From an optimization exercise on the open Yosys and OpenROAD flow, aimed at small area and few clock cycles per item; shortcuts taken in it are not production practice. The RTL was checked by simulation tests, not by an equivalence proof against the original design. No activity file was given, so power comes from the tool's default toggle rates.

==> design/flow/design.v <==
module sha3_padder #(
  parameter int D = 256,
  parameter logic [7:0] SUFFIX = 8'h06,
  localparam int R = 1600 - 2 * D
) (
  input  logic         clk,
  input  logic         reset,
  input  logic [7:0]   in_data,
  input  logic         in_valid,
  input  logic         in_last,
  input  logic         in_empty,
  output logic         in_ready,
  output logic [R-1:0] block,
  output logic         block_valid,
  output logic         block_last,
  input  logic         block_ready
);
  localparam int NB = R / 8;
  localparam int CW = $clog2(NB);
  localparam int PW = CW + 3;
  typedef enum logic {FILL, OUT} state_t;
  state_t         state, state_n;
  logic [CW-1:0]  cnt, cnt_n;
  logic [R-1:0]   buffer, buf_n;
  logic           pad_pending, pad_n;
  logic           last_r, last_n;
  logic [PW-1:0]  pos, pos1;
  logic           at_end;
  assign pos    = {cnt, 3'b000};
  assign pos1   = pos + PW'(8);
  assign at_end = (cnt == CW'(NB - 1));
  assign in_ready    = (state == FILL) && reset;
  assign block_valid = (state == OUT);
  assign block_last  = last_r;
  assign block       = buffer;
  always_ff @(posedge clk) begin
    if (!reset) begin
      state       <= FILL;
      cnt         <= '0;
      buffer      <= '0;
      pad_pending <= 1'b0;
      last_r      <= 1'b0;
    end else begin
      state       <= state_n;
      cnt         <= cnt_n;
      buffer      <= buf_n;
      pad_pending <= pad_n;
      last_r      <= last_n;
    end
  end
  always_comb begin
    state_n = state;
    cnt_n   = cnt;
    buf_n   = buffer;
    pad_n   = pad_pending;
    last_n  = last_r;
    unique case (state)
      FILL: begin
        if (in_valid) begin
          if (!in_last) begin
            buf_n[pos +: 8] = in_data;
            if (at_end) begin
              state_n = OUT;
              last_n  = 1'b0;
              cnt_n   = '0;
            end else begin
              cnt_n = cnt + CW'(1);
            end
          end else if (in_empty) begin
            buf_n[pos +: 8]   = SUFFIX;
            buf_n[R-1 -: 8]   = buf_n[R-1 -: 8] | 8'h80;
            state_n = OUT;
            last_n  = 1'b1;
          end else if (at_end) begin
            buf_n[pos +: 8] = in_data;
            state_n = OUT;
            last_n  = 1'b0;
            pad_n   = 1'b1;
          end else begin
            buf_n[pos +: 8]  = in_data;
            buf_n[pos1 +: 8] = SUFFIX;
            buf_n[R-1 -: 8]  = buf_n[R-1 -: 8] | 8'h80;
            state_n = OUT;
            last_n  = 1'b1;
          end
        end
      end
      OUT: begin
        if (block_ready) begin
          buf_n = '0;
          if (pad_pending) begin
            buf_n[7:0]      = SUFFIX;
            buf_n[R-1 -: 8] = 8'h80;
            last_n = 1'b1;
            pad_n  = 1'b0;
          end else begin
            cnt_n   = '0;
            state_n = FILL;
            last_n  = 1'b0;
          end
        end
      end
    endcase
  end
endmodule
==> design/flow/run.sh <==
#!/bin/bash
# synth_recipe.tcl (not shown) runs the flow's synth.tcl, then flattens the netlist and writes it again
# the make line also repeats each setting of config.mk as NAME=value (left out here)
make -C /OpenROAD-flow-scripts/flow DESIGN_CONFIG=/design/flow/config.mk WORK_HOME=/design/flow/orfs CLKGATE_MAP_FILE= SYNTH_SCRIPT=/design/flow/synth_recipe.tcl finish
==> design/flow/config.mk <==
export PLATFORM = sky130hd
export DESIGN_NAME = sha3_padder
export DESIGN_NICKNAME = sha3_padder
export VERILOG_FILES = /design/flow/design.v
export SDC_FILE = /design/flow/constraint.sdc
export NUM_CORES = 4
export LEC_CHECK = 0
export CAP_MARGIN = 20
export CORE_MARGIN = 2
export CORE_UTILIZATION = 40
export SLEW_MARGIN = 20
==> design/flow/constraint.sdc <==
create_clock -name core_clock -period 6.0 [get_ports {clk}]
set_input_delay 1.2000 -clock core_clock [delete_from_list [all_inputs] [get_ports {clk}]]
set_output_delay 1.2000 -clock core_clock [all_outputs]
set_load 0.01 [all_outputs]
==> impl_metrics.yaml, run 1 <==
global_routing:
  antenna_found_initial: 8
  grt_use_total_pct: 39.7
  grt_pass1_vias: 46800
  grt_overflow: 0
  grt_max_degree: 261
  grt_pass1_wl_um: 360000
setup_path:
  worst_ep_arrival_time_ns: 5.70
  worst_ep_required_time_ns: 6.64
  rrSetupSlack_ns: 0.94
  end_kind: "flip-flop"
  reg2reg_to: "buffer[38]$_SDFFE_PN0P_"
  path_class: "reg2reg"
  cp-start-kind: "flip-flop"
  worstReg2RegStart: "cnt[0]$_SDFFE_PN0P_"
  reg2reg_depth: 11
  critPathMaxFanout: 17
logic_synthesis:
  synth_edf_count: 0
  ys_seq_area_share_pct: 45.4
  syn-cell-area_sq_mm: 0.0484
  ys_ff_latch: 1099
  syn_area_per_cell_sq_um: 8.61
  ys.flop_type: "dfxtp_1"
  ys_async_sr_fraction_pct: 0
  netlist_instances: 5625
  synth_common_cells: "dfxtp_1, nand2_1, o21ai_0"
  synth_top_area_cell: "dfxtp_1"
  synth_cell_types: 90
  synth_top_area_share_pct: 45.4
  yosys_warnings: 1
  post-synth-top-count-cell: "dfxtp_1"
  synth_fp_nets: 5644
  ys_top_cells_by_area: "dfxtp_1, a21boi_0, o21ai_0"
place:
  hpwl_um: 188000
  dpl.cell_count: 8073
  dp_slack_ns: 1.20
  io_buffers: 1104
  dpl_cell_area_sq_mm: 0.0617
  place_congestion: 1.01
detailed_routing:
  drc: 0
  num_vias: 50800
  dr.first_iter.drc_count: 6318
  via_per_inst: 6.12
  drtPass1Iterations: 9
  final_antenna_net_count: 0
  wire_per_inst_um: 31.2
  wl_um: 259000
final_layout:
  final.fill_count: 11000
  post-route-cell-area_sq_mm: 0.0661
  layout.nets: 6614
  final_cells: 8302
  post-route-util_pct: 55.1
  layout-drive-gt1-share_pct: 10.0
  antenna_cells: 0
  area_delta_synth_final_pct: 36.5
timing:
  tightest_slew_ns: 1.24
  clock_skew_ns: 0.0187
  setup_tns_ns: 0
  slew_headroom_pct: 17.2
  final.setup.worst_slack_ns: 0.940
  setup_viol: 0
  min_period_over_period_pct: 84.3
  period_needed_ns: 5.06
  maxSlewViolCount: 0
  rsz0062_at_grt: "no"
  hold_viol: 0
  max_freq_mhz: 198
clock_tree:
  postCtsSetupRepairBufs: 0
  cts_made_buffers: 131
  cts_tree: "built"
  hold_buffers: 0
  path_clk_slew_ns: 0.06
  cts-root-buf: "clkbuf_16"
  cts-resized-gates: 0
  cts_max_level: 4
  cts_sinks: 1099
  clk_latency_ns: 0.76
  cts_max_path_buffers: 3
hold_path:
  hold_path_end: "buffer[578]$_SDFFE_PN0P_"
  min_from: "buffer[578]$_SDFFE_PN0P_"
  hold_depth: 2
  hp-class: "reg2reg"
floorplan:
  start_util_pct: 40.4
  die_x_um: 352
  row_count: 127
  die_h_um: 352
  core_sq_mm: 0.120
  pin_count: 1105
  die-area_sq_mm: 0.124
run:
  drv_cap: 0
power:
  power.density_mw_per_mm2: 260
  vdd_drop_max_mv: 0.292
  p_leak_uw: 0.0218
outcome:
  outcome: "timing/DRC/antenna clean"
==> how the worst max path moves through the flow <==
| stage | to | startpoint | slack [ns] |
|---|---|---|---|
| floorplan | buffer[760]$_SDFFE_PN0P_ | cnt[0]$_SDFFE_PN0P_ | 2.30 |
| global placement | buffer[41]$_SDFFE_PN0P_ | cnt[2]$_SDFFE_PN0P_ | 1.24 |
| detailed placement | buffer[35]$_SDFFE_PN0P_ | cnt[0]$_SDFFE_PN0P_ | 1.20 |
| CTS | buffer[35]$_SDFFE_PN0P_ | cnt[0]$_SDFFE_PN0P_ | 1.19 |
| global route | buffer[1056]$_SDFFE_PN0P_ | cnt[0]$_SDFFE_PN0P_ | 0.78 |
| finish | buffer[38]$_SDFFE_PN0P_ | cnt[0]$_SDFFE_PN0P_ | 0.94 |
==> power by group <==
group	internal, uW	switching, uW
Combinational	452	1220
Sequential	7360	56.8
Clock	4790	3310
==> cells in the final DEF (no fill, tap or decap), drive strengths merged, types with 146 or more instances in the layout <==
| cell | netlist | layout |
|---|---|---|
| dfxtp | 1099 | 1099 |
| clkdlybuf4s50 | 0 | 1100 |
| a22oi | 273 | 273 |
| clkbuf | 406 | 192 |
| a21oi | 205 | 205 |
| nor2b | 260 | 260 |
| a211oi | 146 | 146 |
| o21ai | 643 | 643 |
| nand2 | 726 | 726 |
| a21boi | 481 | 481 |
| nor2 | 362 | 362 |
| buf | 105 | 248 |
==> cells by family (layout without fill, tap and decap cells) <==
group	after synthesis	count (layout)	synth area share (%)
AOI/OAI and AO/OA	2294	2294	33.1
and+or+nand+nor	1647	1647	15.9
DFF	1099	1099	45.4
buffers and inverters	532	1597	4.41
muxes	37	37	0.765
xor gates and xnor gates	11	11	0.253
adders and majority gates	5	5	0.129
==> critical path: stages (launching register included) <==
cell and delay (ns):
dfxtp_1 0.66, buf_4 0.27, ha_1 0.23, or4b_1 0.53, o31ai_4 0.15, xor2_2 0.77, nand2_1 0.58, nor4_4 0.83
buf_4 0.29, a311oi_1 0.11, o21a_1 0.28, a32o_1 0.23
==> registers in the layout (all words and copies together), names as in the netlist <==
name / flops
cnt: 8
last_r: 1
state: 1
pad_pending: 1
buffer: 1088
==> per-stage QoR <==
stage | hold slack [ns] | power [uW]
4_1_cts | 0.455 | 17200
6_report | 0.455 | 17200
3_5_place_dp | 0.445 | 9180
3_3_place_gp | 0.439 | 9170
2_1_floorplan | 0.453 | 8420
5_1_grt | 0.471 | 17600
==> per-layer routing <==
metal	vias to the layer above	routed length [um]	GRT usage, %
met5	-	54	0
met3	688	28600	13.4
li1	22500	-	-
met4	8	19600	26.3
met1	24700	97900	47.6
met2	2923	113000	60.5
==> layout make-up <==
class / count / area (sq um) / share of cell area, %
sequential: 1099 / 22000 / 33.3
timing repair buffer: 1348 / 13100 / 19.8
clock inverter: 36 / 468 / 0.708
clock buffer: 192 / 3850 / 5.82
tap: 1612 / 2020 / 3.05
multi-input combinational: 3994 / 24600 / 37.2
inverter: 21 / 78.8 / 0.119
Testbench counts, summed over its fixed seeds: cycles 69,768, bytes 68,856.
==> inputs of run 2 (changes only) <==
==> design/flow/design.v (replaced) <==
module sha3_padder #(
  parameter int D = 256,
  parameter logic [7:0] SUFFIX = 8'h06,
  localparam int R = 1600 - 2 * D
) (
  input  logic         clk,
  input  logic         reset,
  input  logic [7:0]   in_data,
  input  logic         in_valid,
  input  logic         in_last,
  input  logic         in_empty,
  output logic         in_ready,
  output logic [R-1:0] block,
  output logic         block_valid,
  output logic         block_last,
  input  logic         block_ready
);
  localparam int NB = R / 8;
  localparam int CW = $clog2(NB);
  localparam int NH = (NB + 15) / 16;
  logic [CW-1:0] cnt, cnt_n;
  logic          full, full_n;
  logic          last_r, last_n;
  logic          sfx, sfx_n;
  logic [R-1:0]  buffer;
  logic          xfer, free, take, wr, wr_sfx, at_end;
  logic [7:0]    bus;
  logic [15:0]   dlo;
  logic [NH-1:0] dhi;
  logic [NB-1:0] wsel;
  assign xfer   = full & block_ready;
  assign free   = ~full | block_ready;
  assign take   = free & ~sfx & in_valid;
  assign at_end = (cnt == CW'(NB - 1));
  assign wr_sfx = (free & sfx) | (take & in_last & in_empty);
  assign wr     = wr_sfx | (take & ~(in_last & in_empty));
  assign bus    = wr_sfx ? SUFFIX : in_data;
  assign in_ready    = free & ~sfx & reset;
  assign block_valid = full;
  assign block_last  = last_r;
  always_comb begin
    for (int i = 0; i < 16; i++) dlo[i] = (cnt[3:0] == 4'(i));
    for (int j = 0; j < NH; j++) dhi[j] = wr & reset & (cnt[CW-1:4] == (CW-4)'(j));
    for (int k = 0; k < NB; k++) wsel[k] = dlo[k % 16] & dhi[k / 16];
  end
  always_comb begin
    cnt_n  = cnt;
    full_n = full & ~xfer;
    last_n = last_r;
    sfx_n  = sfx;
    if (free & sfx) begin
      sfx_n  = 1'b0;
      full_n = 1'b1;
      last_n = 1'b1;
      cnt_n  = '0;
    end else if (take) begin
      if (in_last & in_empty) begin
        full_n = 1'b1;
        last_n = 1'b1;
        cnt_n  = '0;
      end else begin
        if (in_last) sfx_n = 1'b1;
        if (at_end) begin
          full_n = 1'b1;
          last_n = 1'b0;
          cnt_n  = '0;
        end else begin
          cnt_n = cnt + CW'(1);
        end
      end
    end
  end
  always_ff @(posedge clk) begin
    if (!reset) begin
      cnt    <= '0;
      full   <= 1'b0;
      last_r <= 1'b0;
      sfx    <= 1'b0;
    end else begin
      cnt    <= cnt_n;
      full   <= full_n;
      last_r <= last_n;
      sfx    <= sfx_n;
    end
  end
  logic keep;
  assign keep = reset & ~xfer;
  always_ff @(posedge clk) begin
    for (int k = 0; k < NB; k++)
      buffer[8*k +: 8] <= ({8{wsel[k]}} & bus) | ({8{keep}} & buffer[8*k +: 8]);
  end
  assign block = {buffer[R-1] | last_r, buffer[R-2:0]};
endmodule
==> impl_metrics.yaml, run 2 <==
power:
  internal_power_uw: 11400
  power.share.sequential_pct: 49.1
  power.density_mw_per_mm2: 296
  switching_power_uw: 3530
  swShare_pct: 23.7
  combPwrFrac_pct: 4.0
  p_leak_uw: 0.0186
  p_clk_share_pct: 46.9
  vdd_drop_max_mv: 0.227
setup_path:
  worst_ep_arrival_time_ns: 3.01
  startpoint: "block_ready"
  crit_path_frequent_cell: "clkdlybuf4s50_1"
  worst-path-buf-inv: 2
  worst_path_max_delay_cell: "nor2b_1"
  slowest_delay_ns: 0.65
  cp-start-kind: "primary input"
  path_delay_family: "buffers and inverters"
  worst_ep_required_time_ns: 4.80
  worstReg2RegStart: "full$_SDFF_PN0_"
  critPathMaxFanout: 12
  crit_chain: "clkdlybuf4s50_1, nor2b_1, nor3b_1, clkdlybuf4s50_1"
  path_class: "in2out"
  end_kind: "output pin"
detailed_routing:
  final_antenna_net_count: 0
  met3WireLength_um: 12100
  num_vias: 27600
  drc: 0
  top_layer: "met5"
  via_per_inst: 5.31
  wl_met1_um: 59900
  wl_um: 151000
  drtPass1Iterations: 5
  dr.first_iter.drc_count: 2427
  routed-wl-met2_um: 73600
  wire_per_inst_um: 29.1
timing:
  maxSlewViolCount: 0
  setup_viol: 0
  tightest_slew_ns: 1.15
  min_period_over_period_pct: 70.2
  period_needed_ns: 4.21
  max_freq_mhz: 237
  hold_viol: 0
  rsz0062_at_grt: "no"
  slew_headroom_pct: 23.4
  final.setup.worst_slack_ns: 1.79
  setup_tns_ns: 0
  clock_skew_ns: 0.0386
clock_tree:
  cts_tree: "built"
  cts_max_path_buffers: 3
  clk_latency_ns: 0.71
  postCtsSetupRepairBufs: 0
  cts_max_level: 3
  cts-root-buf: "clkbuf_16"
  path_clk_slew_ns: 0.06
  cts_made_buffers: 113
  hold_buffers: 0
  cts_sinks: 1099
  cts-resized-gates: 0
logic_synthesis:
  ys_async_sr_fraction_pct: 0
  ys_seq_area_share_pct: 52.0
  synth_edf_count: 0
  synth_top_area_cell: "dfxtp_1"
  ys_top_cells_by_area: "dfxtp_1, a22o_1, buf_4"
  synth_cell_types: 37
  synth_fp_nets: 3784
  synth_xor_area_share_pct: 0.145
  yosys_warnings: 1
  netlist_instances: 3766
  ys_ff_latch: 1099
  synthSimpleGateAreaFrac_pct: 3.18
  synth-compound-area-share_pct: 22.7
  synth_common_cells: "dfxtp_1, buf_4, a22o_1"
  ys.flop_type: "dfxtp_1"
  synth_top_area_share_pct: 52.0
  synth-adder-area-share_pct: 0.118
  muxShareOfSynthArea_pct: 0
  synth_top_family_by_area: "compound AO/OA/AOI/OAI gates"
  syn_area_per_cell_sq_um: 11.2
  post-synth-top-count-cell: "dfxtp_1"
  syn-cell-area_sq_mm: 0.0423
floorplan:
  start_util_pct: 40.2
  die_x_um: 329
  pin_count: 1105
  die_h_um: 329
  die-area_sq_mm: 0.108
  core_sq_mm: 0.105
  row_count: 119
place:
  hpwl_um: 103000
  dpl_cell_area_sq_mm: 0.0467
  io_buffers: 1104
  dp_slack_ns: 1.66
  place_congestion: 0.818
  dpl.cell_count: 4979
final_layout:
  layout_commonest_cell: "clkdlybuf4s50_1"
  largest_registers: "buffer x1088, cnt x8"
  final_cells: 5188
  layout-drive-gt1-share_pct: 9.06
  top_register: "buffer"
  largest_reg_flops: 1088
  layout.nets: 3721
  layout_common_cells: "clkdlybuf4s50_1, dfxtp_1, a22o_1"
  post-route-util_pct: 47.9
  post-route-cell-area_sq_mm: 0.0503
  area_delta_synth_final_pct: 19.1
  final.fill_count: 9541
hold_path:
  hp-class: "reg2reg"
  min_from: "buffer[115]$_DFF_P_"
global_routing:
  grt_pass1_wl_um: 207000
  grt_pass1_vias: 25900
  grt_overflow: 0
  grt_use_total_pct: 26.3
  antenna_found_initial: 3
  grt_max_degree: 164
outcome:
  outcome: "timing/DRC/antenna clean"
run:
  drv_cap: 0
## run 2: worst paths after layout
kind / endpoint / slack, ns / depth (start not counted)
worst max-delay path: in_ready / 1.79 / 4
worst min-delay path: buffer[115]$_DFF_P_ / 0.48 / 1
worst max register to register: buffer[133]$_DFF_P_ / 2.84 / 5
worst min register to register: buffer[115]$_DFF_P_ / 0.48 / 1
## run 2: cells by family (layout without fill, tap and decap cells)
kind of cell               count (synthesis)  in the layout
buffers and inverters                   1347           1376
adders and majority gates                  4              4
and+or+nand+nor                          209            209
xor gates and xnor gates                   7              7
other                                      0              2
DFF                                     1099           1099
AOI/OAI and AO/OA                       1100           1100
## run 2: area by class of cell
| cell class | instances | area, sq um | share of cell area (%) |
|---|---|---|---|
| sequential | 1099 | 22000 | 43.7 |
| timing repair buffer | 1167 | 11800 | 23.4 |
| multi-input combinational | 1320 | 11100 | 22.1 |
| clock buffer | 170 | 3320 | 6.59 |
| tap | 1391 | 1740 | 3.46 |
| clock inverter | 37 | 362 | 0.718 |
| inverter | 2 | 7.51 | 0.0149 |
| antenna | 2 | 5.00 | 0.00994 |
## run 2: routing by layer
metal	track usage [%]	vias to the layer above
met4	10.0	2
met2	44.2	1177
met3	6.81	218
met5	0	-
met1	32.3	13900
li1	-	12300
## run 2: per-stage QoR
stage               hold WS (ns)  total power, uW
floorplan                  0.441             7810
global placement           0.460             8070
detailed placement         0.463             8070
CTS                        0.480            15000
global route               0.485            15300
finish                     0.476            14900
## run 2: power groups by stage
stage                     clock network [uW]  logic (uW)  registers (uW)
after floorplan                            0         331            7480
after global placement                     0         592            7480
after detailed placement                   0         592            7480
after CTS                               7090         592            7320
after global routing                    7380         618            7310
final                                   6990         590            7320
Testbench counts of run 2, summed over its fixed seeds: cycles 69,248, bytes 68,856.
==> inputs of run 3 (changes only) <==
==> design/flow/flow/run.sh (new file) <==
#!/bin/bash
# Standard ORFS flow (the standard.sh, unchanged synthesis), with the
# port buffers made from the smallest buffer cell.
set -o pipefail
cp standard.sh standard_sh.log
export BUFFER_PORTS_ARGS="-buffer_cell sky130_fd_sc_hd__buf_1"
bash standard.sh > flow_standard.log 2>&1
==> design/flow/standard.sh (new file) <==
#!/bin/bash
# synth_recipe.tcl (not shown) runs the flow's synth.tcl, then flattens the netlist and writes it again
# the make line also repeats each setting of config.mk as NAME=value (left out here)
make -C /OpenROAD-flow-scripts/flow DESIGN_CONFIG=/design/flow/config.mk WORK_HOME=/design/flow/orfs CLKGATE_MAP_FILE= SYNTH_SCRIPT=/design/flow/synth_recipe.tcl "${@:-finish}"
--- a/design/flow/config.mk
+++ b/design/flow/config.mk
@@ -7,5 +7,6 @@
 export LEC_CHECK = 0
+export ABC_AREA = 1
 export CAP_MARGIN = 20
 export CORE_MARGIN = 2
-export CORE_UTILIZATION = 40
+export CORE_UTILIZATION = 55
 export SLEW_MARGIN = 20
removed: design/flow/run.sh
==> impl_metrics.yaml, run 3 <==
logic_synthesis:
  ys_async_sr_fraction_pct: 0
  synth_cell_types: 30
  ys_top_cells_by_area: "dfxtp_1, buf_4, nand2_1"
  ys_seq_area_share_pct: 50.3
  synth_top_area_share_pct: 50.3
  ys.flop_type: "dfxtp_1"
  post-synth-top-count-cell: "nand2_1"
  ys_ff_latch: 1099
  syn_area_per_cell_sq_um: 8.28
  syn-cell-area_sq_mm: 0.0438
  synth_fp_nets: 5309
  yosys_warnings: 1
  synth_common_cells: "nand2_1, dfxtp_1, buf_4"
  netlist_instances: 5291
  synth_top_area_cell: "dfxtp_1"
  synth_edf_count: 0
outcome:
  outcome: "aborted with a tool error"
  stop_stage: "I/O pin placement"
  tool.error: "[ERROR PPL-0024] Number of IO pins (1105) exceeds maximum number of available positions (1032). Increase the die perimeter from 1144.58um to 1502.80um."
floorplan:
  row_count: 103
  die_x_um: 286
  start_util_pct: 55.5
  die_h_um: 286
==> run 3: cells by family after synthesis <==
family | synth area share, %
simple gates | 17.7
buf+inv | 22.4
flops | 50.3
compound gates | 9.44
fa+ha+maj | 0.114
xor+xnor | 0.0400
==> inputs of run 4 (changes only) <==
--- a/design/flow/config.mk
+++ b/design/flow/config.mk
@@ -7,6 +7,5 @@
 export LEC_CHECK = 0
-export ABC_AREA = 1
 export CAP_MARGIN = 20
 export CORE_MARGIN = 2
-export CORE_UTILIZATION = 55
+export CORE_UTILIZATION = 40
 export SLEW_MARGIN = 20
==> impl_metrics.yaml, run 4 <==
global_routing:
  grt_pass1_vias: 25100
  antenna_found_initial: 3
  grt_pass1_wl_um: 192000
  grt_overflow: 0
  grt_max_degree: 171
  grt_use_total_pct: 24.0
place:
  io_buffers: 1104
  place_congestion: 0.826
  hpwl_um: 93800
  dpl.cell_count: 4981
  dp_slack_ns: 2.14
timing:
  slew_headroom_pct: 28.0
  rsz0062_at_grt: "no"
  tightest_slew_ns: 1.08
  max_freq_mhz: 291
  hold_viol: 0
  final.setup.worst_slack_ns: 2.57
  setup_viol: 0
  period_needed_ns: 3.43
  clock_skew_ns: 0.0317
  setup_tns_ns: 0
  min_period_over_period_pct: 57.2
  maxSlewViolCount: 0
final_layout:
  final.fill_count: 10300
  largest_registers: "buffer x1088, cnt x8"
  layout.nets: 3720
  layout_commonest_cell: "buf_1"
  largest_reg_flops: 1088
  area_delta_synth_final_pct: 2.87
  post-route-util_pct: 41.4
  layout_common_cells: "buf_1, dfxtp_1, a22o_1"
  top_register: "buffer"
  final_cells: 5188
  layout-drive-gt1-share_pct: 9.39
logic_synthesis:
  netlist_instances: 3766
  synth_top_area_cell: "dfxtp_1"
  synth_common_cells: "dfxtp_1, buf_4, a22o_1"
  synth_edf_count: 0
  synth_fp_nets: 3784
  post-synth-top-count-cell: "dfxtp_1"
  ys_ff_latch: 1099
  syn-cell-area_sq_mm: 0.0423
  ys.flop_type: "dfxtp_1"
  syn_area_per_cell_sq_um: 11.2
  ys_seq_area_share_pct: 52.0
  ys_top_cells_by_area: "dfxtp_1, a22o_1, buf_4"
  yosys_warnings: 1
  ys_async_sr_fraction_pct: 0
  synth_top_area_share_pct: 52.0
  synth_cell_types: 37
floorplan:
  die-area_sq_mm: 0.108
  start_util_pct: 40.2
  pin_count: 1105
  die_h_um: 329
  die_x_um: 329
  core_sq_mm: 0.105
  row_count: 119
power:
  vdd_drop_max_mv: 0.237
  internal_power_uw: 11400
  combPwrFrac_pct: 3.8
  power_uw: 14900
  p_leak_uw: 0.0162
  switching_power_uw: 3420
  p_clk_share_pct: 47.0
  power.density_mw_per_mm2: 342
  swShare_pct: 23.0
  power.share.sequential_pct: 49.2
clock_tree:
  cts_made_buffers: 109
  cts_tree: "built"
  cts-root-buf: "clkbuf_16"
  postCtsSetupRepairBufs: 0
  path_clk_slew_ns: 0.06
  cts_sinks: 1099
  clk_latency_ns: 0.69
  cts_max_path_buffers: 3
  hold_buffers: 0
  cts_max_level: 3
  cts-resized-gates: 0
detailed_routing:
  final_antenna_net_count: 0
  via_per_inst: 5.33
  met3WireLength_um: 11000
  drtPass1Iterations: 6
  routed-wl-met2_um: 65900
  dr.first_iter.drc_count: 2606
  top_layer: "met4"
  wl_um: 139000
  wl_met1_um: 56600
  wire_per_inst_um: 26.9
  num_vias: 27700
  drc: 0
run:
  drv_cap: 0
setup_path:
  critPathMaxFanout: 12
  worst_ep_arrival_time_ns: 2.23
  end_kind: "output pin"
  cp-start-kind: "primary input"
  path_class: "in2out"
  worst_ep_required_time_ns: 4.80
outcome:
  outcome: "timing/DRC/antenna clean"
hold_path:
  hp-class: "reg2reg"
==> run 4: per-stage QoR <==
| stage | hold WS, ns | area, sq um |
|---|---|---|
| CTS | 0.479 | 43500 |
| global placement | 0.459 | 39800 |
| detailed placement | 0.462 | 39800 |
| floorplan | 0.441 | 42300 |
| global route | 0.482 | 43500 |
| finish | 0.474 | 43500 |
==> run 4: logic make-up (layout without fill, tap and decap cells) <==
group / Yosys count / after routing / synth area share [%]
simple gates: 209 / 209 / 3.18
buf+inv: 1347 / 1373 / 21.8
flops: 1099 / 1099 / 52.0
xor+xnor: 7 / 7 / 0.145
other cells: 0 / 5 / 0
fa+ha+maj: 4 / 4 / 0.118
compound gates: 1100 / 1100 / 22.7
==> run 4: power groups by stage <==
stage               Combinational (uW)  Sequential [uW]  Clock, uW
finish                             564             7320       6980
global route                       595             7310       7360
CTS                                566             7320       7050
detailed placement                 565             7480          0
global placement                   567             7480          0
floorplan                          331             7480          0
==> run 4: per-layer routing <==
metal	vias up	global-route usage [%]
met1	13800	30.5
met2	1328	39.1
li1	12300	-
met3	238	5.72
met5	-	0
met4	0	10.1
==> run 4: layout make-up <==
class | instances | area [sq um] | area share [%]
tap | 1391 | 1740 | 4.00
multi-input combinational | 1320 | 11100 | 25.6
timing repair buffer | 1170 | 4900 | 11.3
inverter | 2 | 7.51 | 0.0173
clock inverter | 46 | 500 | 1.15
sequential | 1099 | 22000 | 50.6
clock buffer | 155 | 3180 | 7.31
antenna | 5 | 12.5 | 0.0288
==> run 4: final timing paths <==
| path | startpoint | end | slack [ns] | cells after the start |
|---|---|---|---|---|
| max | block_ready | in_ready | 2.57 | 4 |
| min | buffer[217]$_DFF_P_ | buffer[217]$_DFF_P_ | 0.47 | 1 |
| max reg2reg | cnt[2]$_SDFFE_PP0N_ | buffer[544]$_DFF_P_ | 2.92 | 5 |
| min reg2reg | buffer[217]$_DFF_P_ | buffer[217]$_DFF_P_ | 0.47 | 1 |
==> run 4: critical path, cell delays in order <==
cell     delay (ns)
buf_1          0.12
nor2b_1        0.59
nor3b_1        0.11
buf_1          0.20
==> inputs of run 5 (changes only) <==
--- a/design/flow/config.mk
+++ b/design/flow/config.mk
@@ -10,2 +10,5 @@
 export CORE_UTILIZATION = 40
+export CTS_BUF_LIST = sky130_fd_sc_hd__clkbuf_16
+export CTS_CLUSTER_DIAMETER = 60
+export CTS_CLUSTER_SIZE = 30
 export SLEW_MARGIN = 20
==> impl_metrics.yaml, run 5 <==
final_layout:
  area_delta_synth_final_pct: 1.38
  layout_common_cells: "buf_1, dfxtp_1, a22o_1"
  largest_reg_flops: 1088
  post-route-cell-area_sq_mm: 0.0429
  layout.nets: 3694
  final.fill_count: 10400
  layout_commonest_cell: "buf_1"
  layout-drive-gt1-share_pct: 8.60
  largest_registers: "buffer x1088, cnt x8"
  top_register: "buffer"
setup_path:
  crit_path_frequent_cell: "buf_1"
  cp.depth: 4
  worst-path-buf-inv: 2
  slowest_delay_ns: 0.60
  critPathMaxFanout: 12
  rrSetupSlack_ns: 2.95
  reg2reg_to: "buffer[544]$_DFF_P_"
  startpoint: "block_ready"
  worst_ep_required_time_ns: 4.80
  path_delay_family: "simple AND/OR/NAND/NOR gates"
  crit_chain: "buf_1, nor2b_1, nor3b_1, buf_1"
  worstReg2RegStart: "cnt[2]$_SDFFE_PP0N_"
  cp-start-kind: "primary input"
  worst_path_max_delay_cell: "nor2b_1"
  worst_ep_arrival_time_ns: 2.23
  worstSetupEndpoint: "in_ready"
  path_class: "in2out"
  reg2reg_depth: 5
  end_kind: "output pin"
power:
  vdd_drop_max_mv: 0.271
  power.density_mw_per_mm2: 327
  p_leak_uw: 0.0158
logic_synthesis:
  ys_seq_area_share_pct: 52.0
  synth_top_area_share_pct: 52.0
  synth_cell_types: 37
  post-synth-top-count-cell: "dfxtp_1"
  ys_async_sr_fraction_pct: 0
  synth_top_family_by_area: "compound AO/OA/AOI/OAI gates"
  muxShareOfSynthArea_pct: 0
  synth-adder-area-share_pct: 0.118
  syn-cell-area_sq_mm: 0.0423
  synth_edf_count: 0
  ys.flop_type: "dfxtp_1"
  synthSimpleGateAreaFrac_pct: 3.18
  netlist_instances: 3766
  synth_common_cells: "dfxtp_1, buf_4, a22o_1"
  syn_area_per_cell_sq_um: 11.2
  ys_top_cells_by_area: "dfxtp_1, a22o_1, buf_4"
  ys_ff_latch: 1099
  synth-compound-area-share_pct: 22.7
  yosys_warnings: 1
  synth_top_area_cell: "dfxtp_1"
  synth_xor_area_share_pct: 0.145
  synth_fp_nets: 3784
floorplan:
  die-area_sq_mm: 0.108
  die_h_um: 329
  row_count: 119
  pin_count: 1105
  start_util_pct: 40.2
  core_sq_mm: 0.105
  die_x_um: 329
global_routing:
  grt_pass1_vias: 24800
  antenna_found_initial: 4
  grt_use_total_pct: 23.9
  grt_max_degree: 171
  grt_pass1_wl_um: 191000
  grt_overflow: 0
timing:
  max_freq_mhz: 292
  hold_viol: 0
  setup_tns_ns: 0
  rsz0062_at_grt: "no"
  tightest_slew_ns: 1.08
  clock_skew_ns: 0.0398
  setup_viol: 0
  maxSlewViolCount: 0
  slew_headroom_pct: 27.6
  hold_slack_ns: 0.478
  min_period_over_period_pct: 57.1
  period_needed_ns: 3.43
detailed_routing:
  final_antenna_net_count: 0
  dr.first_iter.drc_count: 2669
  via_per_inst: 5.34
  wire_per_inst_um: 27.0
  wl_um: 139000
  num_vias: 27400
  drc: 0
  drtPass1Iterations: 7
place:
  hpwl_um: 93800
  dpl_cell_area_sq_mm: 0.0398
  place_congestion: 0.826
  io_buffers: 1104
run:
  drv_cap: 0
clock_tree:
  path_clk_slew_ns: 0.07
  hold_buffers: 0
  cts-resized-gates: 0
  cts-root-buf: "clkbuf_16"
  postCtsSetupRepairBufs: 0
  cts_sinks: 1099
  cts_tree: "built"
  clk_latency_ns: 0.69
  cts_max_path_buffers: 3
  cts_max_level: 3
  cts_made_buffers: 83
outcome:
  outcome: "timing/DRC/antenna clean"
hold_path:
  hp-class: "reg2reg"
run 5: power by group:
| part | total (uW) | switching (uW) | internal (uW) |
|---|---|---|---|
| sequential | 7310 | 9.30 | 7300 |
| clock | 6150 | 3170 | 2990 |
| combinational | 565 | 472 | 92.3 |
run 5: worst register-to-register path, delay by kind of cell, from the launching register on:
| family | cells | cell delay (ns) |
|---|---|---|
| compound gates | 1 | 0.25 |
| buf+inv | 1 | 0.34 |
| flops | 1 | 0.59 |
| simple gates | 3 | 1.82 |
run 5: cell families after synthesis:
| group | count (synthesis) |
|---|---|
| buffers and inverters | 1347 |
| and+or+nand+nor | 209 |
| AOI/OAI and AO/OA | 1100 |
| xor gates and xnor gates | 7 |
| adders and majority gates | 4 |
| DFF | 1099 |
run 5: cell type report:
| class | count | area (sq um) | area share (%) |
|---|---|---|---|
| inverter | 2 | 7.51 | 0.0175 |
| tap | 1391 | 1740 | 4.06 |
| sequential | 1099 | 22000 | 51.3 |
| multi-input combinational | 1320 | 11100 | 26.0 |
| antenna | 6 | 15.0 | 0.0350 |
| clock inverter | 69 | 947 | 2.21 |
| timing repair buffer | 1170 | 4900 | 11.4 |
| clock buffer | 84 | 2100 | 4.90 |
run 5: layer usage:
metal	up-vias	global-route usage [%]	share of wire (%)
met3	240	5.71	7.6
met4	0	9.87	4.4
met2	1243	38.9	47
li1	12200	-	-
met1	13700	30.4	41
met5	-	0	0
run 5: worst min-delay path by stage:
stage / endpoint / startpoint / depth (start not counted) / slack, ns
floorplan: buffer[1087]$_DFF_P_ / buffer[1087]$_DFF_P_ / 1 / 0.44
CTS: buffer[304]$_DFF_P_ / buffer[304]$_DFF_P_ / 1 / 0.48
global placement: buffer[826]$_DFF_P_ / buffer[826]$_DFF_P_ / 1 / 0.46
detailed placement: buffer[306]$_DFF_P_ / buffer[306]$_DFF_P_ / 1 / 0.46
finish: buffer[879]$_DFF_P_ / buffer[879]$_DFF_P_ / 1 / 0.48
global route: buffer[585]$_DFF_P_ / buffer[585]$_DFF_P_ / 1 / 0.48
run 5: through the flow:
step | cells | worst slack (ns) | total power (uW) | utilization (%)
after floorplan | 3766 | 3.01 | 7810 | -
after global placement | 4981 | 2.11 | 8050 | 37.9
after detailed placement | 4981 | 2.14 | 8040 | 37.9
after CTS | 5134 | 2.59 | 14100 | 40.8
after global routing | 5136 | 2.44 | 14400 | 40.8
final | 5141 | 2.57 | 14000 | 40.8
==> inputs of run 6 (changes only) <==
--- a/design/flow/config.mk
+++ b/design/flow/config.mk
@@ -11,3 +11,3 @@
 export CTS_BUF_LIST = sky130_fd_sc_hd__clkbuf_16
-export CTS_CLUSTER_DIAMETER = 60
+export CTS_CLUSTER_DIAMETER = 90
 export CTS_CLUSTER_SIZE = 30
==> impl_metrics.yaml, run 6 <==
outcome:
  outcome: "timing/DRC/antenna clean"
logic_synthesis:
  synth_cell_types: 37
  ys.flop_type: "dfxtp_1"
  synth_fp_nets: 3784
  synth_top_area_cell: "dfxtp_1"
  synth_common_cells: "dfxtp_1, buf_4, a22o_1"
  ys_async_sr_fraction_pct: 0
  post-synth-top-count-cell: "dfxtp_1"
  ys_seq_area_share_pct: 52.0
  syn_area_per_cell_sq_um: 11.2
  synth_edf_count: 0
  netlist_instances: 3766
  ys_ff_latch: 1099
  yosys_warnings: 1
  syn-cell-area_sq_mm: 0.0423
  ys_top_cells_by_area: "dfxtp_1, a22o_1, buf_4"
  synth_top_area_share_pct: 52.0
clock_tree:
  cts_made_buffers: 47
  cts-root-buf: "clkbuf_16"
  cts_sinks: 1099
  path_clk_slew_ns: 0.08
  cts-resized-gates: 0
  hold_buffers: 0
  cts_tree: "built"
  cts_max_path_buffers: 3
  postCtsSetupRepairBufs: 0
  clk_latency_ns: 0.66
  cts_max_level: 2
floorplan:
  core_sq_mm: 0.105
  start_util_pct: 40.2
  die_x_um: 329
  die_h_um: 329
  row_count: 119
  die-area_sq_mm: 0.108
  pin_count: 1105
timing:
  setup_tns_ns: 0
  slew_headroom_pct: 28.1
  final.setup.worst_slack_ns: 2.57
  maxSlewViolCount: 0
  rsz0062_at_grt: "no"
  tightest_slew_ns: 1.08
  hold_viol: 0
  setup_viol: 0
  min_period_over_period_pct: 57.2
  max_freq_mhz: 291
  clock_skew_ns: 0.0443
  period_needed_ns: 3.43
power:
  vdd_drop_max_mv: 0.260
  power.density_mw_per_mm2: 287
  power_uw: 11800
  p_leak_uw: 0.0150
setup_path:
  startpoint: "block_ready"
  worstReg2RegStart: "cnt[2]$_SDFFE_PP0N_"
  rrSetupSlack_ns: 2.93
  crit_chain: "buf_1, nor2b_1, nor3b_1, buf_1"
  worst_ep_arrival_time_ns: 2.23
  slowest_delay_ns: 0.59
  reg2reg_depth: 5
  cp.depth: 4
  path_class: "in2out"
  reg2reg_to: "buffer[546]$_DFF_P_"
  critPathMaxFanout: 12
  worst_path_max_delay_cell: "nor2b_1"
  crit_path_frequent_cell: "buf_1"
  worstSetupEndpoint: "in_ready"
  cp-start-kind: "primary input"
  worst_ep_required_time_ns: 4.80
  path_delay_family: "simple AND/OR/NAND/NOR gates"
  worst-path-buf-inv: 2
  end_kind: "output pin"
final_layout:
  final.fill_count: 10500
  final_cells: 5045
  largest_registers: "buffer x1088, cnt x8"
  layout.nets: 3658
  layout_commonest_cell: "buf_1"
  area_delta_synth_final_pct: -2.49
  largest_reg_flops: 1088
  layout_common_cells: "buf_1, dfxtp_1, a22o_1"
  post-route-cell-area_sq_mm: 0.0412
  top_register: "buffer"
  layout-drive-gt1-share_pct: 6.30
detailed_routing:
  num_vias: 27300
  wire_per_inst_um: 27.3
  drc: 0
  wl_um: 138000
  final_antenna_net_count: 0
  drtPass1Iterations: 5
  dr.first_iter.drc_count: 2507
  via_per_inst: 5.40
global_routing:
  antenna_found_initial: 0
  grt_pass1_wl_um: 190000
  grt_overflow: 0
  grt_pass1_vias: 24400
  grt_max_degree: 171
  grt_use_total_pct: 23.7
hold_path:
  hp-class: "reg2reg"
place:
  dpl.cell_count: 4981
  io_buffers: 1104
  dpl_cell_area_sq_mm: 0.0398
  dp_slack_ns: 2.14
  place_congestion: 0.826
  hpwl_um: 93800
run:
  drv_cap: 0
## run 6: cell type report
| type | count | area (sq um) | share of cell area (%) |
|---|---|---|---|
| repair buffers | 1170 | 4900 | 11.9 |
| flip-flops and latches | 1099 | 22000 | 53.4 |
| well taps | 1391 | 1740 | 4.22 |
| clock inverters | 10 | 193 | 0.467 |
| inverters | 2 | 7.51 | 0.0182 |
| multi-input cells | 1320 | 11100 | 27.0 |
| clock buffers | 49 | 1230 | 2.97 |
| diodes | 4 | 10.0 | 0.0243 |
## run 6: metrics by stage
step	hold slack, ns	utilization [%]
2_1_floorplan	0.441	-
3_3_place_gp	0.459	37.9
3_5_place_dp	0.462	37.9
4_1_cts	0.485	39.2
5_1_grt	0.495	39.2
6_report	0.486	39.2
## run 6: cells by family (layout without fill, tap and decap cells)
group                      count (synthesis)  count (layout)  share of synthesized area [%]
adders and majority gates                  4               4                          0.118
and+or+nand+nor                          209             209                           3.18
other                                      0               4                              0
DFF                                     1099            1099                           52.0
AOI/OAI and AO/OA                       1100            1100                           22.7
xor gates and xnor gates                   7               7                          0.145
buffers and inverters                   1347            1231                           21.8
## run 6: worst min-delay path by stage
stage / start / endpoint / depth (start not counted)
floorplan: buffer[1087]$_DFF_P_ / buffer[1087]$_DFF_P_ / 1
global route: buffer[1064]$_DFF_P_ / buffer[1064]$_DFF_P_ / 1
finish: buffer[590]$_DFF_P_ / buffer[590]$_DFF_P_ / 1
global placement: buffer[826]$_DFF_P_ / buffer[826]$_DFF_P_ / 1
CTS: buffer[304]$_DFF_P_ / buffer[304]$_DFF_P_ / 1
detailed placement: buffer[306]$_DFF_P_ / buffer[306]$_DFF_P_ / 1
## run 6: power breakdown
part	leakage (uW)	switching, uW	internal [uW]
sequential	0.00885	9.33	7300
combinational	0.00551	474	92.3
clock	0.000693	2420	1540
total	0.0150	2900	8940
## run 6: routing by layer
metal  part of all wire [%]  wire, um  global-route usage [%]  vias up
met5                      0         0                       0        -
met3                    7.1      9850                    4.65      190
li1                       -         -                       -    12100
met2                     49     67000                    39.8     1241
met1                     41     56700                    30.7    13800
met4                    3.1      4330                    7.27        0
==> inputs of run 7 (changes only) <==
==> design/flow/flow/run.sh (replaced) <==
#!/bin/bash
# Standard ORFS flow (the standard.sh, unchanged synthesis), with the
# port buffers made from the smallest buffer cell, IO pins allowed one track
# apart (so the die can be smaller), and the synthesized logic
# cells set to their smallest drive before placement (repair_design then
# sizes up whatever needs it).
set -o pipefail
cp standard.sh standard_sh.log
export BUFFER_PORTS_ARGS="-buffer_cell sky130_fd_sc_hd__buf_1"
export PLACE_PINS_ARGS="-min_distance 1 -min_distance_in_tracks"
export POST_FLOORPLAN_TCL="$(pwd)/flow/downsize.tcl"
bash standard.sh > flow_standard.log 2>&1
==> design/flow/flow/downsize.tcl (new file) <==
# Downsize every logic cell to the smallest drive of its family (same function).
set db [ord::get_db]
set block [ord::get_db_block]
set n 0
foreach inst [$block getInsts] {
  set m [[$inst getMaster] getName]
  if {[regexp {^(sky130_fd_sc_hd__[a-z0-9]+)_([0-9]+)$} $m -> base drv]} {
    if {[regexp {^sky130_fd_sc_hd__(df|edf|sdf|dl|clk|buf|tap|fill|decap|conb|diode)} $m]} { continue }
    set best $m
    set barea [[$inst getMaster] getArea]
    foreach d {0 1 2} {
      set cand ${base}_$d
      set cm [$db findMaster $cand]
      if {$cm ne "NULL" && [$cm getArea] < $barea} { set best $cand; set barea [$cm getArea] }
    }
    if {$best ne $m} {
      replace_cell [get_cells [$inst getName]] $best
      incr n
    }
  }
}
puts "downsize: replaced $n cells"
--- a/design/flow/config.mk
+++ b/design/flow/config.mk
@@ -9,6 +9,7 @@
 export CORE_MARGIN = 2
-export CORE_UTILIZATION = 40
+export CORE_UTILIZATION = 55
 export CTS_BUF_LIST = sky130_fd_sc_hd__clkbuf_16
-export CTS_CLUSTER_DIAMETER = 90
-export CTS_CLUSTER_SIZE = 30
+export CTS_CLUSTER_DIAMETER = 80
+export CTS_CLUSTER_SIZE = 32
+export PLACE_DENSITY = 0.85
 export SLEW_MARGIN = 20
==> impl_metrics.yaml, run 7 <==
final_layout:
  final_cells: 4670
  layout-drive-gt1-share_pct: 3.36
  top_register: "buffer"
  largest_reg_flops: 1088
  layout_common_cells: "buf_1, dfxtp_1, a22o_1"
  post-route-util_pct: 52.6
  post-route-cell-area_sq_mm: 0.0400
  layout.area.seq_sq_mm: 0.0220
  area_delta_synth_final_pct: -5.32
  largest_registers: "buffer x1088, cnt x8"
  final.fill_count: 6496
  multi_input_area_sq_mm: 0.0107
  layout.nets: 3642
  layout_commonest_cell: "buf_1"
power:
  p_clk_share_pct: 32.3
  vdd_drop_max_mv: 0.192
  swShare_pct: 24.0
  p_leak_uw: 0.0149
  internal_power_uw: 8800
  power.density_mw_per_mm2: 290
  power.share.sequential_pct: 63.1
  switching_power_uw: 2790
  combPwrFrac_pct: 4.5
logic_synthesis:
  ys.flop_type: "dfxtp_1"
  syn-cell-area_sq_mm: 0.0423
  synth_cell_types: 37
  syn_area_per_cell_sq_um: 11.2
  synth-compound-area-share_pct: 22.7
  yosys_warnings: 1
  ys_async_sr_fraction_pct: 0
  synthSimpleGateAreaFrac_pct: 3.18
  ys_top_cells_by_area: "dfxtp_1, a22o_1, buf_4"
  synth_top_family_by_area: "compound AO/OA/AOI/OAI gates"
  post-synth-top-count-cell: "dfxtp_1"
  synth-adder-area-share_pct: 0.118
  synth_fp_nets: 3784
  synth_edf_count: 0
  synth_top_area_share_pct: 52.0
  muxShareOfSynthArea_pct: 0
  ys_seq_area_share_pct: 52.0
  ys_ff_latch: 1099
  synth_xor_area_share_pct: 0.145
  synth_common_cells: "dfxtp_1, buf_4, a22o_1"
  netlist_instances: 3766
  synth_top_area_cell: "dfxtp_1"
global_routing:
  grt_use_total_pct: 30.4
  grt_overflow: 0
  grt_pass1_vias: 25500
  grt_pass1_wl_um: 182000
  grt_max_degree: 175
  antenna_found_initial: 5
setup_path:
  worstSetupEndpoint: "in_ready"
  end_kind: "output pin"
  worst_ep_arrival_time_ns: 2.81
  rrSetupSlack_ns: 2.69
  reg2reg_depth: 6
  path_class: "in2out"
  worstReg2RegStart: "full$_SDFF_PN0_"
  reg2reg_to: "buffer[414]$_DFF_P_"
  critPathMaxFanout: 12
  cp-start-kind: "primary input"
  startpoint: "block_ready"
  worst_ep_required_time_ns: 4.80
clock_tree:
  cts_made_buffers: 44
  cts_sinks: 1099
  cts_tree: "built"
  cts_max_level: 2
  clk_latency_ns: 0.63
  path_clk_slew_ns: 0.09
  postCtsSetupRepairBufs: 0
  cts-root-buf: "clkbuf_16"
  cts_max_path_buffers: 3
  cts-resized-gates: 0
  hold_buffers: 0
timing:
  tightest_slew_ns: 1.14
  hold_slack_ns: 0.488
  min_period_over_period_pct: 66.8
  period_needed_ns: 4.01
  setup_viol: 0
  hold_viol: 0
  clock_skew_ns: 0.0495
  max_freq_mhz: 249
  rsz0062_at_grt: "no"
  maxSlewViolCount: 0
  slew_headroom_pct: 23.8
  setup_tns_ns: 0
detailed_routing:
  via_per_inst: 6.13
  num_vias: 28600
  wl_um: 128000
  drc: 0
  final_antenna_net_count: 0
  drtPass1Iterations: 13
  dr.first_iter.drc_count: 3709
  wire_per_inst_um: 27.5
outcome:
  outcome: "timing/DRC/antenna clean"
hold_path:
  hp-class: "reg2reg"
  hold_depth: 1
place:
  place_congestion: 0.916
  io_buffers: 1104
  dpl_cell_area_sq_mm: 0.0387
  hpwl_um: 83800
  dpl.cell_count: 4605
floorplan:
  die_h_um: 281
  pin_count: 1105
  row_count: 101
  core_sq_mm: 0.0761
  start_util_pct: 55.6
  die-area_sq_mm: 0.0791
  die_x_um: 281
run:
  drv_cap: 0
-- run 7: cell count changes in the layout (fill, tap and decap cells not counted), moves of 4 or more --
cell	delta
nand3_2	-5
buf_4	-8
clkbuf_16	-4
nand3_1	+5
nor2_4	-40
nor2_1	+81
nand2_2	-5
nand2_1	+5
nor2_2	-41
buf_12	-8
-- run 7: per-layer routing --
metal  GRT usage [%]  share of wire [%]  wire length [um]
met5            1.69               0.11               139
met4            15.9                6.0              7680
met3            13.7                 14             18400
met2            42.2                 41             52800
met1            39.4                 39             49500
-- run 7: power by group through the flow --
stage                     combinational [uW]  clock, uW  sequential (uW)
final                                    527       3750             7320
after global routing                     549       4010             7320
after CTS                                516       3760             7310
after detailed placement                 515          0             7480
after global placement                   512          0             7480
after floorplan                          331          0             7480
-- run 7: how the worst min path moves through the flow --
stage                                      end  slack (ns)                 start
after floorplan           buffer[1087]$_DFF_P_        0.44  buffer[1087]$_DFF_P_
after global placement    buffer[1087]$_DFF_P_        0.45  buffer[1087]$_DFF_P_
after detailed placement   buffer[752]$_DFF_P_        0.46   buffer[752]$_DFF_P_
after CTS                 buffer[1009]$_DFF_P_        0.49  buffer[1009]$_DFF_P_
after global routing      buffer[1009]$_DFF_P_        0.50  buffer[1009]$_DFF_P_
final                      buffer[140]$_DFF_P_        0.49   buffer[140]$_DFF_P_
-- run 7: metrics by stage --
step | setup slack [ns] | power [uW]
3_5_place_dp | 1.90 | 7990
6_report | 1.99 | 11600
3_3_place_gp | 1.95 | 7990
4_1_cts | 2.25 | 11600
2_1_floorplan | 3.01 | 7810
5_1_grt | 2.09 | 11900
-- run 7: area by class of cell --
cell class                 instances  area share (%)
antenna                            4          0.0250
sequential                      1099            55.0
multi-input combinational       1320            26.7
clock buffer                      45            2.81
timing repair buffer            1157            11.8
tap                             1030            3.22
inverter                           2          0.0188
clock inverter                    13           0.444
-- run 7: logic make-up after synthesis --
family          count (synthesis)
buf+inv                      1347
compound gates               1100
flops                        1099
simple gates                  209
xor+xnor                        7
fa+ha+maj                       4
-- run 7: worst max-delay path, stage by stage --
cell     delay, ns
buf_1         0.17
nor2b_1       0.25
nor3b_1       0.93
buf_1         0.25
==> inputs of run 8 (changes only) <==
--- a/design/flow/config.mk
+++ b/design/flow/config.mk
@@ -7,3 +7,3 @@
 export LEC_CHECK = 0
-export CAP_MARGIN = 20
+export CAP_MARGIN = 0
 export CORE_MARGIN = 2
@@ -14,2 +14,2 @@
 export PLACE_DENSITY = 0.85
-export SLEW_MARGIN = 20
+export SLEW_MARGIN = 0
==> impl_metrics.yaml, run 8 <==
logic_synthesis:
  ys.flop_type: "dfxtp_1"
  syn-cell-area_sq_mm: 0.0423
  synth_xor_area_share_pct: 0.145
  post-synth-top-count-cell: "dfxtp_1"
  synth_cell_types: 37
  muxShareOfSynthArea_pct: 0
  synthSimpleGateAreaFrac_pct: 3.18
  synth-adder-area-share_pct: 0.118
  ys_async_sr_fraction_pct: 0
  synth_common_cells: "dfxtp_1, buf_4, a22o_1"
  ys_top_cells_by_area: "dfxtp_1, a22o_1, buf_4"
  synth_top_area_share_pct: 52.0
  ys_seq_area_share_pct: 52.0
  synth_top_area_cell: "dfxtp_1"
  synth_edf_count: 0
  synth_fp_nets: 3784
  netlist_instances: 3766
  synth_top_family_by_area: "compound AO/OA/AOI/OAI gates"
  synth-compound-area-share_pct: 22.7
  ys_ff_latch: 1099
  syn_area_per_cell_sq_um: 11.2
  yosys_warnings: 1
floorplan:
  die_h_um: 281
  pin_count: 1105
  row_count: 101
  start_util_pct: 55.6
  die_x_um: 281
clock_tree:
  postCtsSetupRepairBufs: 0
  cts-root-buf: "clkbuf_16"
  cts_sinks: 1099
  cts-resized-gates: 0
  cts_made_buffers: 44
  hold_buffers: 0
  cts_max_path_buffers: 3
  cts_max_level: 2
place:
  hpwl_um: 83800
  dpl.cell_count: 4605
  dpl_cell_area_sq_mm: 0.0387
  place_congestion: 0.916
  io_buffers: 1104
global_routing:
  grt_max_degree: 175
  grt_pass1_wl_um: 183000
  grt_use_total_pct: 31.0
  grt_pass1_vias: 27400
  grt_overflow: 2
outcome:
  tool.error: "[ERROR GRT-0116] Global routing finished with congestion. Check the congestion regions in the DRC Viewer."
  outcome: "aborted with a tool error"
  stop_stage: "global routing"
[run 8: metrics by stage]
stage | total power, uW | worst slack (ns) | hold slack (ns)
after floorplan | 7810 | 3.01 | 0.441
after global placement | 7990 | 1.95 | 0.454
after detailed placement | 7990 | 1.90 | 0.462
after CTS | 11600 | 2.26 | 0.491
[run 8: cell families after synthesis]
group	after synthesis
buffers and inverters	1347
xor gates and xnor gates	7
DFF	1099
AOI/OAI and AO/OA	1100
adders and majority gates	4
and+or+nand+nor	209
[run 8: how the worst max path moves through the flow]
stage / end
4_1_cts: in_ready
2_1_floorplan: in_ready
3_3_place_gp: buffer[406]$_DFF_P_
3_5_place_dp: buffer[608]$_DFF_P_
[run 8: power by group through the flow]
stage	combinational, uW	sequential (uW)	clock [uW]
after floorplan	331	7480	0
after global placement	512	7480	0
after detailed placement	515	7480	0
after CTS	514	7310	3750
[run 8: metal layers]
layer / overflow / track usage [%]
met4: 1 / 16.9
met5: 0 / 1.00
met3: 0 / 14.9
met1: 0 / 36.9
met2: 1 / 45.7
==> inputs of run 9 (changes only) <==
==> design/flow/config.mk (replaced) <==
export PLATFORM = sky130hd
export DESIGN_NAME = sha3_padder
export DESIGN_NICKNAME = sha3_padder
export VERILOG_FILES = /design/flow/design.v
export SDC_FILE = /design/flow/constraint.sdc
export NUM_CORES = 4
export LEC_CHECK = 0
export CAP_MARGIN = 20
export CORE_MARGIN = 2
export CORE_UTILIZATION = 55
export CTS_BUF_LIST = sky130_fd_sc_hd__clkbuf_8
export CTS_CLUSTER_DIAMETER = 60
export CTS_CLUSTER_SIZE = 16
export PLACE_DENSITY = 0.85
export SLEW_MARGIN = 20
==> impl_metrics.yaml, run 9 <==
logic_synthesis:
  synth_fp_nets: 3784
  ys_seq_area_share_pct: 52.0
  post-synth-top-count-cell: "dfxtp_1"
  yosys_warnings: 1
  syn-cell-area_sq_mm: 0.0423
  synth_edf_count: 0
  synth_cell_types: 37
  ys_top_cells_by_area: "dfxtp_1, a22o_1, buf_4"
  ys_async_sr_fraction_pct: 0
  synth_top_area_share_pct: 52.0
  synth_common_cells: "dfxtp_1, buf_4, a22o_1"
  ys_ff_latch: 1099
  netlist_instances: 3766
  ys.flop_type: "dfxtp_1"
  synth_top_area_cell: "dfxtp_1"
  syn_area_per_cell_sq_um: 11.2
clock_tree:
  cts-resized-gates: 0
  hold_buffers: 0
  cts-root-buf: "clkbuf_8"
  cts_sinks: 1099
  cts_made_buffers: 84
  cts_max_path_buffers: 3
  cts_max_level: 3
  postCtsSetupRepairBufs: 0
outcome:
  outcome: "aborted with a tool error"
  stop_stage: "global routing"
  tool.error: "[ERROR GRT-0116] Global routing finished with congestion. Check the congestion regions in the DRC Viewer."
floorplan:
  die_x_um: 281
  pin_count: 1105
  start_util_pct: 55.6
  row_count: 101
  die_h_um: 281
global_routing:
  grt_pass1_wl_um: 185000
  grt_use_total_pct: 31.3
  grt_max_degree: 175
  grt_overflow: 2
  grt_pass1_vias: 27900
place:
  dp_slack_ns: 1.90
  io_buffers: 1104
  hpwl_um: 83800
  place_congestion: 0.916
-- run 9: cell counts after synthesis --
No cell type changed its count.
-- run 9: logic make-up after synthesis --
kind of cell / count (synthesis) / share of synthesized area (%)
buffers and inverters: 1347 / 21.8
AO/OA/AOI/OAI: 1100 / 22.7
AND/OR/NAND/NOR: 209 / 3.18
adder cells (fa/ha/maj): 4 / 0.118
flip-flops: 1099 / 52.0
XOR/XNOR: 7 / 0.145
-- run 9: power groups by stage --
| stage | Combinational, uW | Sequential, uW | Clock [uW] |
|---|---|---|---|
| floorplan | 331 | 7480 | 0 |
| global placement | 512 | 7480 | 0 |
| detailed placement | 515 | 7480 | 0 |
| CTS | 516 | 7310 | 3820 |
-- run 9: metrics by stage --
stage,cells,util (%),area [sq um]
after detailed placement,4605,50.8,38700
after global placement,4605,50.8,38700
after CTS,4711,52.7,40100
after floorplan,3766,-,42300
-- run 9: metal layers --
layer | track usage, % | GRT overflow
met5 | 1.44 | 0
met4 | 16.7 | 1
met3 | 16.1 | 0
met2 | 45.6 | 1
met1 | 37.4 | 0
-- run 9: worst max-delay path by stage --
stage | slack (ns) | endpoint | depth (start not counted) | startpoint
after detailed placement | 1.90 | buffer[350]$_DFF_P_ | 7 | block_ready
after floorplan | 3.01 | in_ready | 3 | block_ready
after global placement | 1.95 | buffer[406]$_DFF_P_ | 7 | block_ready
after CTS | 2.26 | in_ready | 4 | block_ready
==> inputs of run 10 (changes only) <==
==> design/flow/flow/run.sh (replaced) <==
#!/bin/bash
# Standard ORFS flow (the standard.sh, unchanged synthesis), with the
# port buffers made from the smallest buffer cell and the synthesized logic
# cells set to their smallest drive before placement (repair_design then
# sizes up whatever needs it).
set -o pipefail
cp standard.sh standard_sh.log
export BUFFER_PORTS_ARGS="-buffer_cell sky130_fd_sc_hd__buf_1"
export POST_FLOORPLAN_TCL="$(pwd)/flow/downsize.tcl"
bash standard.sh > flow_standard.log 2>&1
--- a/design/flow/config.mk
+++ b/design/flow/config.mk
@@ -9,3 +9,3 @@
 export CORE_MARGIN = 2
-export CORE_UTILIZATION = 55
+export CORE_UTILIZATION = 40
 export CTS_BUF_LIST = sky130_fd_sc_hd__clkbuf_8
==> impl_metrics.yaml, run 10 <==
timing:
  period_needed_ns: 3.46
  rsz0062_at_grt: "no"
  final.setup.worst_slack_ns: 2.54
  max_freq_mhz: 289
  min_period_over_period_pct: 57.7
  setup_tns_ns: 0
  tightest_slew_ns: 1.16
  setup_viol: 0
  slew_headroom_pct: 22.7
  maxSlewViolCount: 0
  hold_viol: 0
  clock_skew_ns: 0.0783
  hold_slack_ns: 0.483
logic_synthesis:
  synth_top_area_share_pct: 52.0
  post-synth-top-count-cell: "dfxtp_1"
  ys_async_sr_fraction_pct: 0
  synth_edf_count: 0
  synth_top_area_cell: "dfxtp_1"
  ys.flop_type: "dfxtp_1"
  yosys_warnings: 1
  netlist_instances: 3766
  synth_common_cells: "dfxtp_1, buf_4, a22o_1"
  syn_area_per_cell_sq_um: 11.2
  synth_fp_nets: 3784
  ys_ff_latch: 1099
  syn-cell-area_sq_mm: 0.0423
  ys_seq_area_share_pct: 52.0
  ys_top_cells_by_area: "dfxtp_1, a22o_1, buf_4"
  synth_cell_types: 37
setup_path:
  worst_path_max_delay_cell: "nor2b_1"
  worst_ep_required_time_ns: 4.80
  reg2reg_to: "buffer[193]$_DFF_P_"
  worst_ep_arrival_time_ns: 2.26
  rrSetupSlack_ns: 3.05
  slowest_delay_ns: 0.61
  worst-path-buf-inv: 2
  crit_chain: "buf_1, nor2b_1, nor3b_1, buf_1"
  reg2reg_depth: 5
  crit_path_frequent_cell: "buf_1"
  startpoint: "block_ready"
  worstSetupEndpoint: "in_ready"
  path_class: "in2out"
  critPathMaxFanout: 12
  end_kind: "output pin"
  worstReg2RegStart: "full$_SDFF_PN0_"
  path_delay_family: "simple AND/OR/NAND/NOR gates"
  cp.depth: 4
  cp-start-kind: "primary input"
final_layout:
  layout.nets: 3693
  layout_common_cells: "buf_1, dfxtp_1, a22o_1"
  largest_reg_flops: 1088
  area_delta_synth_final_pct: -3.88
  multi_input_area_sq_mm: 0.0107
  top_register: "buffer"
  layout_commonest_cell: "buf_1"
  layout.area.seq_sq_mm: 0.0220
  final_cells: 5088
  layout-drive-gt1-share_pct: 4.87
  post-route-util_pct: 38.7
  largest_registers: "buffer x1088, cnt x8"
  final.fill_count: 9973
clock_tree:
  cts_made_buffers: 83
  cts-resized-gates: 0
  cts_tree: "built"
  postCtsSetupRepairBufs: 0
  cts_sinks: 1099
  clk_latency_ns: 0.77
  cts-root-buf: "clkbuf_8"
  cts_max_level: 3
  cts_max_path_buffers: 3
  path_clk_slew_ns: 0.10
  hold_buffers: 0
place:
  place_congestion: 0.854
  io_buffers: 1104
  dp_slack_ns: 2.10
  hpwl_um: 85200
  dpl.cell_count: 4981
global_routing:
  grt_pass1_vias: 25800
  grt_use_total_pct: 21.3
  antenna_found_initial: 9
  grt_overflow: 0
  grt_pass1_wl_um: 175000
  grt_max_degree: 236
run:
  drv_cap: 0
floorplan:
  pin_count: 1105
  die_h_um: 329
  die_x_um: 329
  core_sq_mm: 0.105
  start_util_pct: 40.2
  die-area_sq_mm: 0.108
  row_count: 119
power:
  vdd_drop_max_mv: 0.274
  p_leak_uw: 0.0150
  power.density_mw_per_mm2: 286
detailed_routing:
  dr.first_iter.drc_count: 3086
  drc: 0
  via_per_inst: 5.57
  num_vias: 28300
  wl_um: 125000
  drtPass1Iterations: 8
  wire_per_inst_um: 24.5
  final_antenna_net_count: 0
hold_path:
  hp-class: "reg2reg"
  hold_depth: 1
outcome:
  outcome: "timing/DRC/antenna clean"
## run 10: cell counts after synthesis
No cell type changed its count.
## run 10: cells by family (layout without fill, tap and decap cells)
| logic type | after synthesis | count (layout) | share of synthesized area (%) |
|---|---|---|---|
| compound gates | 1100 | 1100 | 22.7 |
| other cells | 0 | 4 | 0 |
| buf+inv | 1347 | 1274 | 21.8 |
| flops | 1099 | 1099 | 52.0 |
| xor+xnor | 7 | 7 | 0.145 |
| simple gates | 209 | 209 | 3.18 |
| fa+ha+maj | 4 | 4 | 0.118 |
## run 10: worst reg2reg max path, cell delays in order (launching register included)
cell	delay, ns
dfxtp_1	0.37
nor2b_1	0.27
nor2_2	0.18
or2_4	0.79
buf_4	0.91
a22o_1	0.33
## run 10: through the flow
stage                     power (uW)  cell area [sq um]
after floorplan                 7810              42300
after global placement          8010              39300
after detailed placement        8010              39300
after CTS                      11600              40600
after global routing           11900              40600
final                          11600              40600
## run 10: worst min path at each step
stage | start | endpoint | slack [ns]
after floorplan | buffer[1087]$_DFF_P_ | buffer[1087]$_DFF_P_ | 0.44
after global placement | buffer[1087]$_DFF_P_ | buffer[1087]$_DFF_P_ | 0.45
after detailed placement | buffer[1087]$_DFF_P_ | buffer[1087]$_DFF_P_ | 0.46
after CTS | buffer[1087]$_DFF_P_ | buffer[1087]$_DFF_P_ | 0.48
after global routing | buffer[106]$_DFF_P_ | buffer[106]$_DFF_P_ | 0.49
final | buffer[1075]$_DFF_P_ | buffer[1075]$_DFF_P_ | 0.48
## run 10: where the power goes
| group | leakage, uW | switching, uW | internal, uW |
|---|---|---|---|
| logic | 0.00543 | 463 | 82.1 |
| clock network | 0.000708 | 2380 | 1380 |
| registers | 0.00885 | 10.8 | 7300 |
## run 10: routing by layer
| metal | GRT usage [%] | part of all wire, % | wire length (um) |
|---|---|---|---|
| met1 | 27.4 | 39 | 48200 |
| met4 | 10.1 | 4.7 | 5920 |
| met2 | 33.2 | 46 | 57100 |
| met5 | 0 | 0.012 | 15 |
| met3 | 5.53 | 11 | 13500 |
## run 10: cell type report
cell class,count,share of cell area (%)
sequential,1099,54.1
multi-input combinational,1320,26.3
timing repair buffer,1169,11.9
tap,1391,4.28
clock buffer,85,2.88
clock inverter,18,0.496
antenna,4,0.0246
inverter,2,0.0185

[separate check: timing with driven ports]
Ports are ideal in the flow. The routed layouts listed here were re-timed in OpenROAD. Step 1, drivers: a clkbuf_16 drives clk and a buf_2 each remaining input, both assumed. Step 2 times the ports against the registers' clock, not the clock port: input delays grow and output delays shrink by t, the midpoint of the rising clock arrivals with the driver on. Three values: no drivers, after step 1, after step 2; two values: the first two.
run | t, ns | setup WS [ns] | worst setup path after step 2 | cell pins on the clock port's net
run 1 | 0.841 | 0.940 / 0.940 / 0.940 | register to register | 1
run 2 | 0.759 | 1.787 / 1.722 / 1.521 | input to register | 1
run 4 | 0.746 | 2.566 / 2.506 / 2.127 | input to register | 1
run 5 | 0.735 | 2.573 / 2.515 / 2.159 | input to register | 1
run 6 | 0.711 | 2.566 / 2.510 / 2.146 | input to register | 1
run 7 | 0.669 | 1.990 / 1.883 / 1.675 | input to register | 1
run 10 | 0.805 | 2.541 / 2.499 / 2.061 | input to register | 1
After both steps setup and hold are still met in every run listed. For run 10, which loses most, drivers alone change the setup slack by -0.042 ns; drivers and shift together by -0.480 ns.
